Context: an optimization exercise on an open-source flow, tuned for a short achievable clock period and few clock cycles per item. The choices shown serve that exercise and are no tape-out recipe. Function was checked by simulation only, so behaviour that the tests miss may differ from the original. Power and IR drop assume default switching activity.

File: flow/config.mk
export PLATFORM = sky130hd
export DESIGN_NAME = core_top
export DESIGN_NICKNAME = core_top
export VERILOG_FILES = /design/flow/design.v
export SDC_FILE = /design/flow/constraint.sdc
export NUM_CORES = 4
export LEC_CHECK = 0
export ABC_CLOCK_PERIOD_IN_PS = 2000
export CAP_MARGIN = 20
export CORE_MARGIN = 2
export CORE_UTILIZATION = 60
export CTS_CLUSTER_DIAMETER = 60
export CTS_CLUSTER_SIZE = 30
export SETUP_SLACK_MARGIN = 3.6
export SLEW_MARGIN = 20
export TNS_END_PERCENT = 10
File: flow/constraint.sdc
create_clock -name core_clock -period 6.0 [get_ports {clk}]
set_input_delay 1.2000 -clock core_clock [delete_from_list [all_inputs] [get_ports {clk}]]
set_output_delay 1.2000 -clock core_clock [all_outputs]
set_load 0.01 [all_outputs]
File: flow/design.v
package isa_pkg;
  localparam int num_regs  = 32;
  localparam int mem_words = 64;
  typedef logic [31:0] word_t;
  typedef logic [4:0] reg_idx_t;
  typedef logic signed [12:0] imm_t;
  typedef logic [5:0] mem_addr_t;
  typedef enum logic [3:0] {
    op_nop  = 4'd0,
    op_add  = 4'd1,
    op_sub  = 4'd2,
    op_and  = 4'd3,
    op_or   = 4'd4,
    op_xor  = 4'd5,
    op_addi = 4'd6,
    op_lw   = 4'd7,
    op_sw   = 4'd8
  } opcode_t;
  typedef struct packed {
    opcode_t  opcode;
    reg_idx_t rd;
    reg_idx_t rs1;
    reg_idx_t rs2;
    imm_t     imm;
  } instr_t;
endpackage
package pipe_pkg;
  typedef struct packed {
    logic [3:0]        opcode;
    logic [4:0]        rd;
    logic [31:0]       op_a;
    logic [31:0]       op_b;
    logic [31:0]       imm_ext;
    logic              reg_write;
    logic              mem_to_reg;
    logic              mem_write;
  } dec_rec_t;
  typedef struct packed {
    logic [3:0]        opcode;
    logic [31:0]       imm_ext;
    logic              mem_to_reg;
    logic              reg_write;
    logic              mem_write;
    logic [4:0]        dest;
    logic [31:0]       alu_result;
    logic              zero;
    logic [31:0]       store_data;
  } exe_rec_t;
  typedef struct packed {
    logic [3:0]        opcode;
    logic [4:0]        rd;
    logic              reg_write;
    logic [31:0]       value;
    logic              zero;
  } retire_t;
endpackage
module core_top (
  input  logic              clk,
  input  logic              rst_n,
  input  logic              in_valid,
  input  logic [31:0]       in_instr,
  output logic              in_ready,
  output logic              out_valid,
  output logic [42:0]       out_rec,
  input  logic              out_ready
);
  logic arr_rst_n;
  always_ff @(posedge clk) arr_rst_n <= rst_n;
  logic        hv;
  logic        sv;
  logic [31:0] hq;
  logic [31:0] sq;
  logic        take;
  logic        pop;
  assign in_ready = !sv;
  assign take     = in_valid && !sv;
  always_ff @(posedge clk)
  begin
    if (!rst_n)
    begin
      hv <= 1'b0;
      sv <= 1'b0;
    end
    else
    begin
      if (sv)
      begin
        if (pop)
        begin
          hv <= 1'b1;
          sv <= 1'b0;
        end
      end
      else if (pop || !hv)
      begin
        hv <= take;
      end
      else if (take)
      begin
        sv <= 1'b1;
      end
    end
  end
  always_ff @(posedge clk)
  begin
    if (sv)
    begin
      if (pop) hq <= sq;
    end
    else if (pop || !hv)
    begin
      if (take) hq <= in_instr;
    end
    else if (take)
    begin
      sq <= in_instr;
    end
  end
  logic [31:0] regs [1:31];
  logic        w_en;
  logic [4:0]  w_rd;
  logic [31:0] w_val;      
  logic [31:0] r_val;      
  always_ff @(posedge clk)
  begin
    if (!arr_rst_n)
    begin
      for (int i = 1; i < 32; i++) regs[i] <= '0;
    end
    else if (w_en)
    begin
      regs[w_rd] <= r_val;
    end
  end
  logic        ev;
  logic [3:0]  e_op;
  logic [4:0]  e_rd;
  logic        e_rw;       
  logic        e_wr;       
  logic        e_st;       
  logic        e_cin;      
  logic        e_ssum;     
  logic        e_sand;
  logic        e_sor;
  logic        e_sxor;
  logic        e_sld;
  logic        e_zsum;     
  logic        e_znone;    
  logic [31:0] e_a;
  logic [31:0] e_b;
  logic [31:0] e_x;        
  logic        e_fa;       
  logic        e_fb;       
  logic        e_fx;       
  logic        wv;
  logic [3:0]  w_op;
  logic        w_rw;
  logic        w_zero;
  logic [2:0]  fcnt;
  assign pop = hv && ({2'd0, out_valid} + fcnt + {2'd0, ev} + {2'd0, wv} <= 3'd4);
  logic [3:0]  d_op;
  logic [4:0]  d_rd;
  logic [4:0]  d_rs1;
  logic [4:0]  d_rs2;
  logic [31:0] d_imm;
  logic [31:0] rf_a;
  logic [31:0] rf_b;
  logic [31:0] fw_a;
  logic [31:0] fw_b;
  logic        hit_e_a;
  logic        hit_e_b;
  logic        hit_w_a;
  logic        hit_w_b;
  logic        d_rw;
  logic        d_sub;
  logic        d_useimm;
  assign d_op  = hq[31:28];
  assign d_rd  = hq[27:23];
  assign d_rs1 = hq[22:18];
  assign d_rs2 = hq[17:13];
  assign d_imm = {{19{hq[12]}}, hq[12:0]};
  assign rf_a = (d_rs1 == 5'd0) ? 32'd0 : regs[d_rs1];
  assign rf_b = (d_rs2 == 5'd0) ? 32'd0 : regs[d_rs2];
  assign hit_e_a = ev && e_wr && (e_rd == d_rs1);
  assign hit_e_b = ev && e_wr && (e_rd == d_rs2);
  assign hit_w_a = w_en && (w_rd == d_rs1);
  assign hit_w_b = w_en && (w_rd == d_rs2);
  assign fw_a = hit_w_a ? r_val : rf_a;
  assign fw_b = hit_w_b ? r_val : rf_b;
  assign d_rw     = (d_op >= 4'd1) && (d_op <= 4'd7);
  assign d_sub    = (d_op == 4'd2);
  assign d_useimm = (d_op == 4'd6) || (d_op == 4'd7) || (d_op == 4'd8);
  always_ff @(posedge clk)
  begin
    if (!rst_n)
    begin
      ev <= 1'b0;
    end
    else
    begin
      ev <= pop;
    end
  end
  always_ff @(posedge clk)
  begin
    e_op    <= d_op;
    e_rd    <= d_rd;
    e_rw    <= d_rw;
    e_wr    <= d_rw && (d_rd != 5'd0);
    e_st    <= (d_op == 4'd8);
    e_cin   <= d_sub;
    e_ssum  <= (d_op == 4'd1) || (d_op == 4'd2) || (d_op == 4'd6);
    e_sand  <= (d_op == 4'd3);
    e_sor   <= (d_op == 4'd4);
    e_sxor  <= (d_op == 4'd5);
    e_sld   <= (d_op == 4'd7);
    e_zsum  <= (d_op == 4'd1) || (d_op == 4'd2) || d_useimm;
    e_znone <= (d_op == 4'd0) || (d_op >= 4'd9);
    e_a     <= fw_a;
    e_b     <= fw_b;
    e_x     <= d_useimm ? d_imm : (d_sub ? ~fw_b : fw_b);
    e_fa    <= hit_e_a;
    e_fb    <= hit_e_b;
    e_fx    <= hit_e_b && !d_useimm;
  end
  logic [31:0] a;
  logic [31:0] b;
  logic [31:0] x;
  assign a = e_fa ? w_val : e_a;
  assign b = e_fb ? w_val : e_b;
  assign x = e_fx ? (w_val ^ {32{e_cin}}) : e_x;
  logic [31:0] p0;
  logic [31:0] g0;
  logic [31:0] gs [6];
  logic [31:0] ps [6];
  logic [31:0] sum;
  assign p0 = a ^ x;
  assign g0 = a & x;
  always_comb
  begin
    gs[0] = g0;
    gs[0][0] = g0[0] | (p0[0] & e_cin);
    ps[0] = p0;
    for (int l = 0; l < 5; l++)
    begin
      for (int i = 0; i < 32; i++)
      begin
        if (i >= (1 << l))
        begin
          gs[l + 1][i] = gs[l][i] | (ps[l][i] & gs[l][i - (1 << l)]);
          ps[l + 1][i] = ps[l][i] & ps[l][i - (1 << l)];
        end
        else
        begin
          gs[l + 1][i] = gs[l][i];
          ps[l + 1][i] = ps[l][i];
        end
      end
    end
    sum = p0 ^ {gs[5][30:0], e_cin};
  end
  logic [31:0] mem [64];
  logic [63:0] row;
  logic [31:0] ld;
  always_comb
  begin
    for (int k = 0; k < 64; k++)
    begin
      row[k] = (p0[0] == k[0]);
      for (int i = 1; i < 6; i++)
      begin
        row[k] = row[k] && ((p0[i] ^ k[i]) == (k[i - 1] ? g0[i - 1] : (a[i - 1] | x[i - 1])));
      end
    end
  end
  always_comb
  begin
    ld = '0;
    for (int k = 0; k < 64; k++)
    begin
      ld = ld | ({32{row[k] && e_sld}} & mem[k]);
    end
  end
  logic [31:0] e_res;
  logic        z_sum;
  logic        z_and;
  logic        z_or;
  logic        z_xor;
  logic        e_zero;
  assign e_res = ({32{e_ssum}} & sum)
               | ({32{e_sand}} & (a & b))
               | ({32{e_sor}}  & (a | b))
               | ({32{e_sxor}} & (a ^ b))
               | ld
               | ({32{e_st}}   & b);
  assign z_sum  = (p0 == {a[30:0] | x[30:0], e_cin});
  assign z_and  = ((a & b) == 32'd0);
  assign z_or   = ((a | b) == 32'd0);
  assign z_xor  = (a == b);
  assign e_zero = (e_zsum && z_sum) || (e_sand && z_and) || (e_sor && z_or)
               || (e_sxor && z_xor) || e_znone;
  always_ff @(posedge clk)
  begin
    if (!arr_rst_n)
    begin
      for (int k = 0; k < 64; k++) mem[k] <= '0;
    end
    else
    begin
      for (int k = 0; k < 64; k++)
      begin
        if (ev && e_st && row[k]) mem[k] <= b;
      end
    end
  end
  always_ff @(posedge clk)
  begin
    if (!rst_n)
    begin
      w_en <= 1'b0;
      wv   <= 1'b0;
    end
    else
    begin
      w_en <= ev && e_wr;
      wv   <= ev;
    end
  end
  always_ff @(posedge clk)
  begin
    w_val <= e_res;
    if (ev)
    begin
      r_val  <= e_res;
      w_rd   <= e_rd;
      w_op   <= e_op;
      w_rw   <= e_rw;
      w_zero <= e_zero;
    end
  end
  logic [42:0] fifo [4];
  logic [1:0]  wp;
  logic [1:0]  rp;
  logic [42:0] wrec;
  logic        need;
  logic        fnext;
  assign wrec  = {w_op, w_rd, w_rw, r_val, w_zero};
  assign need  = !out_valid || out_ready;
  assign fnext = need && ((fcnt != 3'd0) || wv);
  always_ff @(posedge clk)
  begin
    if (wv) fifo[wp] <= wrec;
  end
  always_ff @(posedge clk)
  begin
    if (!rst_n)
    begin
      wp        <= '0;
      rp        <= '0;
      fcnt      <= '0;
      out_valid <= 1'b0;
    end
    else
    begin
      if (wv) wp <= wp + 2'd1;
      if (fnext) rp <= rp + 2'd1;
      fcnt <= fcnt + {2'd0, wv} - {2'd0, fnext};
      if (need) out_valid <= (fcnt != 3'd0) || wv;
    end
  end
  always_ff @(posedge clk)
  begin
    if (need)
    begin
      out_rec <= (fcnt != 3'd0) ? fifo[rp] : wrec;
    end
  end
endmodule
File: flow/run.sh
#!/bin/bash
# synth_recipe.tcl (not shown) runs the flow's synth.tcl, then flattens the netlist and writes it again
# the make line also repeats each setting of config.mk as NAME=value (left out here)
make -C /OpenROAD-flow-scripts/flow DESIGN_CONFIG=/design/flow/config.mk WORK_HOME=/design/flow/orfs CLKGATE_MAP_FILE= SYNTH_SCRIPT=/design/flow/synth_recipe.tcl finish
==> run_results.csv <==
group,metric,value,unit
run_status,status,"aborted with a tool error",
run_status,stop_stage,"5_1_grt",
run_status,error_message,"[ERROR GRT-0232] Routing congestion too high. Check the congestion heatmap in the GUI.",
synth,synth_common_cells,"nand2_1, dfxtp_1, o211a_1",
cts,cts-buffers-inserted,230,
cts,holdBufCountCts,0,
synth,synth.distinct_cells,79,
die,dieHeight,524,µm
die,io-pin-count,81,
synth,async_set_or_reset_register_ratio_after_synthesis,0,%
synth,yosys_most_used_dff,"dfxtp_1",
cts,numClockSinks,3571,
cts,h-tree-depth,4,
die,dieWidth,524,µm
synth,post_synth_inst_count,13878,
placed_design,gp_routability_congestion,1.03,
placed_design,detailedPlacementHpwl,422,mm
global_routing,grt.total_usage,55.4,%
synth,number_of_synthesized_flops_with_an_enable_pin,1346,
cts,clk_buf_depth,4,
synth,postSynthNetCount,14056,
synth,synth_most_common_cell,"nand2_1",
synth,post_synth_main_area_contributors,"dfxtp_1, edfxtp_1, o211a_1",
synth,synth-seq-area-share,52.5,%
die,std_cell_rows,190,
synth,synthesized_area_per_cell,11.7,µm²
cts,cts_root_buf,"clkbuf_16",
synth,synth_seq_cells,3571,
synth,synth_area_leader_cell,"dfxtp_1",
global_routing,grt_start_max_net_pins,220,
synth,synth-warning-count,4,
placed_design,port_buffers,80,
synth,post-synth-top-area-fraction,27.5,%
die,floorplan.initialDensity,60.4,%
placed_design,place_ws,295,ps
global_routing,gr-total-overflow,2,
synth,synthesis.area,162000,µm²
==> per-layer routing <==
| layer | GRT overflow | global-route usage [%] |
|---|---|---|
| met4 | 0 | 47.6 |
| met3 | 1 | 28.1 |
| met2 | 1 | 76.9 |
| met5 | 0 | 8.63 |
| met1 | 0 | 62.3 |
==> cell families after synthesis <==
kind of cell | share of synthesized area, %
AND/OR/NAND/NOR | 11.6
flip-flops | 52.5
AO/OA/AOI/OAI | 19.2
buffers and inverters | 3.90
multiplexers | 11.0
adder cells (fa/ha/maj) | 1.14
XOR/XNOR | 0.688
==> through the flow <==
| stage | std cells | instance area, µm² | power [mW] | hold slack (ps) | TNS [ps] |
|---|---|---|---|---|---|
| after CTS | 17481 | 187000 | 67.1 | 388 | 0 |
| after detailed placement | 16592 | 170000 | 46.6 | 378 | 0 |
| after global placement | 16580 | 170000 | 46.5 | 366 | -1650 |
| after floorplan | 13878 | 163000 | 37.8 | 339 | 0 |
==> power groups by stage <==
stage / clock network, mW / registers [mW] / logic, mW
after CTS: 18.5 / 27.3 / 21.3
after detailed placement: 0 / 27.8 / 18.8
after global placement: 0 / 27.8 / 18.6
after floorplan: 0 / 27.2 / 10.6
==> repair_timing <==
item / in CTS
setup endpoints to repair: 4299
buffers inserted: 371
gates cloned: 86
resized for setup: 569
pin swaps: 194
hold endpoints to repair: 0
==> worst max path at each step <==
stage / startpoint / endpoint / slack (ps)
after CTS: e_cin / r_val[1] / 1380
after detailed placement: e_fx / r_val[0] / 290
after global placement: e_fa / r_val[30] / -540
after floorplan: e_cin / r_val[27] / 2280
Testbench counts, summed over its fixed seeds: cycles 24,032, items 24,000.
